Context: an optimization exercise on an open-source flow, tuned for small area, a short achievable clock period and few clock cycles per item. The choices shown serve that exercise and are no tape-out recipe. In this exercise RTL edits were held to simulation tests only and were not proved equivalent to the original.

before:
## riscv_muldiv_unit
module riscv_muldiv_unit #(
    parameter int XLEN = 32
) (
    input  logic            clk,
    input  logic            rst,
    input  logic            start_i,
    input  logic [2:0]      op_i,
    input  logic [XLEN-1:0] a_i,
    input  logic [XLEN-1:0] b_i,
    input  logic            kill_i,
    output logic            freeze_pipe,
    output logic            busy_o,
    output logic            done_o,
    output logic [XLEN-1:0] result_o,
    output logic            div_zero_o
);
    localparam int K  = 8;                   
    localparam int NB = K / 2;               
    localparam int ND = (33 + K - 1) / K;    
    localparam int TW = $clog2(ND);
    localparam int BW = ND * K;
    typedef enum logic [2:0] {
        S_IDLE = 3'd0,
        S_MUL  = 3'd1,
        S_PREP = 3'd2,
        S_DIV  = 3'd3,
        S_DONE = 3'd4,
        S_FIX  = 3'd5
    } state_t;
    state_t state;
    logic [1:0]  op_q;       
    logic        hi_q;       
    logic        md_q;       
    logic [32:0] xr;         
    logic [32:0] br;         
    logic [NB-1:0] bo_q;     
    logic [NB-1:0] bt_q;     
    logic [NB-1:0] bn_q;     
    logic [63:0] sr;         
    logic        rs_q;       
    logic [3:0]  cnt;        
    logic        sa_q;       
    logic        sb_q;       
    logic        dz_q;       
    logic [31:0] res_q;      
    logic        neg_q;      
    logic accept;
    assign accept = (state == S_IDLE) & start_i & ~kill_i;
    logic is_div, div_sgn, mul_sga, mul_sgb;
    assign is_div  = op_i[2];
    assign div_sgn = op_i[2] & ~op_i[0];
    assign mul_sga = ~op_i[2] & (op_i[1:0] != 2'd3);
    assign mul_sgb = ~op_i[2] & ~op_i[1];
    function automatic logic [ND-1:0] fits(input logic [32:0] v);
        logic [32:0]   w;
        logic [ND-1:0] f;
        w = v[32] ? ~v : v;
        for (int i = 0; i < ND; i++) begin
            f[i] = ((w >> (K * i + K - 1)) == 33'd0);
        end
        fits = f;
    endfunction
    function automatic logic [K:0] group_sel(input logic [32:0] v, input logic [TW-1:0] t);
        logic [BW:0] e;
        e = {{(BW-32){v[32]}}, v, 1'b0};
        group_sel = e[t*K +: K+1];
    endfunction
    function automatic logic [TW-1:0] enc(input logic [ND-1:0] f);
        logic [TW-1:0] t;
  ...
Size in the first run: about 4100 cells after synthesis, roughly 190 flip-flops.
clock: 11.0 ns
lec_check: 0
abc_area: 1
cap_margin: 20
core_margin: 2
core_utilization: 50
setup_slack_margin: 5
slew_margin: 20
run.sh (not shown) runs the stock make flow with config.mk's settings and CLKGATE_MAP_FILE= SYNTH_SCRIPT=/design/flow/synth_recipe.tcl, a recipe that flattens the netlist after the stock synthesis.
Testbench counts of before, summed over its fixed seeds: cycles 14,527, ops 3,200.
Edits applied to the flow inputs when going from before to after:
--- a/flow/design.v
+++ b/flow/design.v
@@ -25,16 +25,14 @@
         S_PREP = 3'd2,
         S_DIV  = 3'd3,
         S_DONE = 3'd4,
         S_FIX  = 3'd5
     } state_t;
     state_t state;
     logic [1:0]  op_q;       
-    logic        hi_q;       
-    logic        md_q;       
     logic [32:0] xr;         
     logic [32:0] br;         
     logic [NB-1:0] bo_q;     
     logic [NB-1:0] bt_q;     
     logic [NB-1:0] bn_q;     
     logic [63:0] sr;         
     logic        rs_q;       
@@ -202,33 +200,31 @@
     assign d_fin = op_q[1] ? r_nx : q_nx;
     assign busy_o      = (state != S_IDLE);
     logic fin;
     assign fin         = (state == S_DONE) | early;
     assign done_o      = fin & ~kill_i;
     assign div_zero_o  = fin & dz_q & ~kill_i;
     assign freeze_pipe = busy_o ? ~fin : (start_i & ~kill_i);
-    logic        mdn;
-    logic [31:0] m_res;
-    assign mdn         = (state == S_DONE) & md_q;
-    assign m_res       = hi_q ? sr[63:32] : sr[31:0];
-    assign result_o    = early ? early_res : (mdn ? m_res : (neg_q ? -res_q : res_q));
+    assign result_o    = early ? early_res : cneg(res_q, neg_q);
     always_ff @(posedge clk or negedge rst) begin
         if (!rst) begin
             state <= S_IDLE;
             res_q <= '0;
             neg_q <= 1'b0;
         end else begin
             unique case (state)
                 S_IDLE: begin
                     if (accept) state <= is_div ? S_PREP : S_MUL;
                 end
                 S_MUL: begin
                     if (kill_i) begin
                         state <= S_IDLE;
                     end else if (cnt[TW-1:0] == '0) begin
+                        res_q <= (op_q == 2'd0) ? pr_mul[31:0] : pr_mul[63:32];
+                        neg_q <= 1'b0;
                         state <= S_DONE;
                     end
                 end
                 S_PREP: begin
                     if (kill_i) begin
                         state <= S_IDLE;
                     end else if (early) begin
@@ -258,33 +254,27 @@
                     end else begin
                         res_q <= r_nx;
                         neg_q <= sa_q;
                         state <= S_DONE;
                     end
                 end
                 S_DONE: begin
-                    if (md_q) begin
-                        res_q <= m_res;
-                        neg_q <= 1'b0;
-                    end
                     state <= S_IDLE;
                 end
                 default: begin
                     state <= S_IDLE;
                 end
             endcase
         end
     end
     always_ff @(posedge clk) begin
         unique case (state)
             S_IDLE: begin
                 if (accept) begin
                     op_q <= op_i[1:0];
-                    hi_q <= (op_i[1:0] != 2'd0);
-                    md_q <= ~is_div;
                     sa_q <= a_neg;
                     sb_q <= b_neg;
                     dz_q <= is_div & (b_i == 32'd0);
                     if (is_div) begin
                         xr   <= {1'b0, b_abs};
                         sr   <= {a_abs, a_i};
                         rs_q <= 1'b0;
==> summary.txt <==
Global-route wire length before repair down about 4.4% in after wrt before
NOTE non-clock buffer count before->after decreased slightly
The detailed-routing iteration count for the pre-antenna-repair pass number comes out higher for after vs before.
after vs. before: clock insertion delay at the later pin of the skew report has remained practically unchanged, die area has decreased, core area has decreased.
before vs after, worst-path cell with the longest stage delay: clkdlybuf4s50_1 vs edfxtp_1
Between before and after, the sequential share of cell area figures differ only marginally.
Proportion of layout cells with a drive suffix above 1: after higher than before
after gives less total number of vias than before did.
In the metrics for after and before, the one carrying the lower final period utilization is after.
In terms of number of global-route vias before repair, before and after differ only marginally.
Testbench counts of after, summed over its fixed seeds: cycles 14,527, ops 3,200.

-- static timing again, ports no longer ideal --
No port has a modelled driver above. Below, the same layouts with a new extraction and two added sets of constraints.
Step 1: set_driving_cell puts a clkbuf_16 on clk and a buf_2 on each other input, an assumption about the parent block.
Step 2 moves the port delays by t, midway between the first and last clock arrival at a register: inputs arrive t later, outputs are due t later. That takes back most of the time a late clock gives input paths.
Slacks: ideal ports / drivers / drivers and shift; pairs: ideal ports / drivers.
| run | shift t [ns] | setup slack, ns | worst setup path at the end |
|---|---|---|---|
| before | 0.585 | 4.860 / 4.794 / 4.591 | input to register |
| after | 0.571 | 4.987 / 4.923 / 4.528 | input to register |
After both steps every run listed still meets setup and hold. The setup slack of after, which loses most, moves by -0.064 ns with the drivers and by -0.459 ns with both steps.
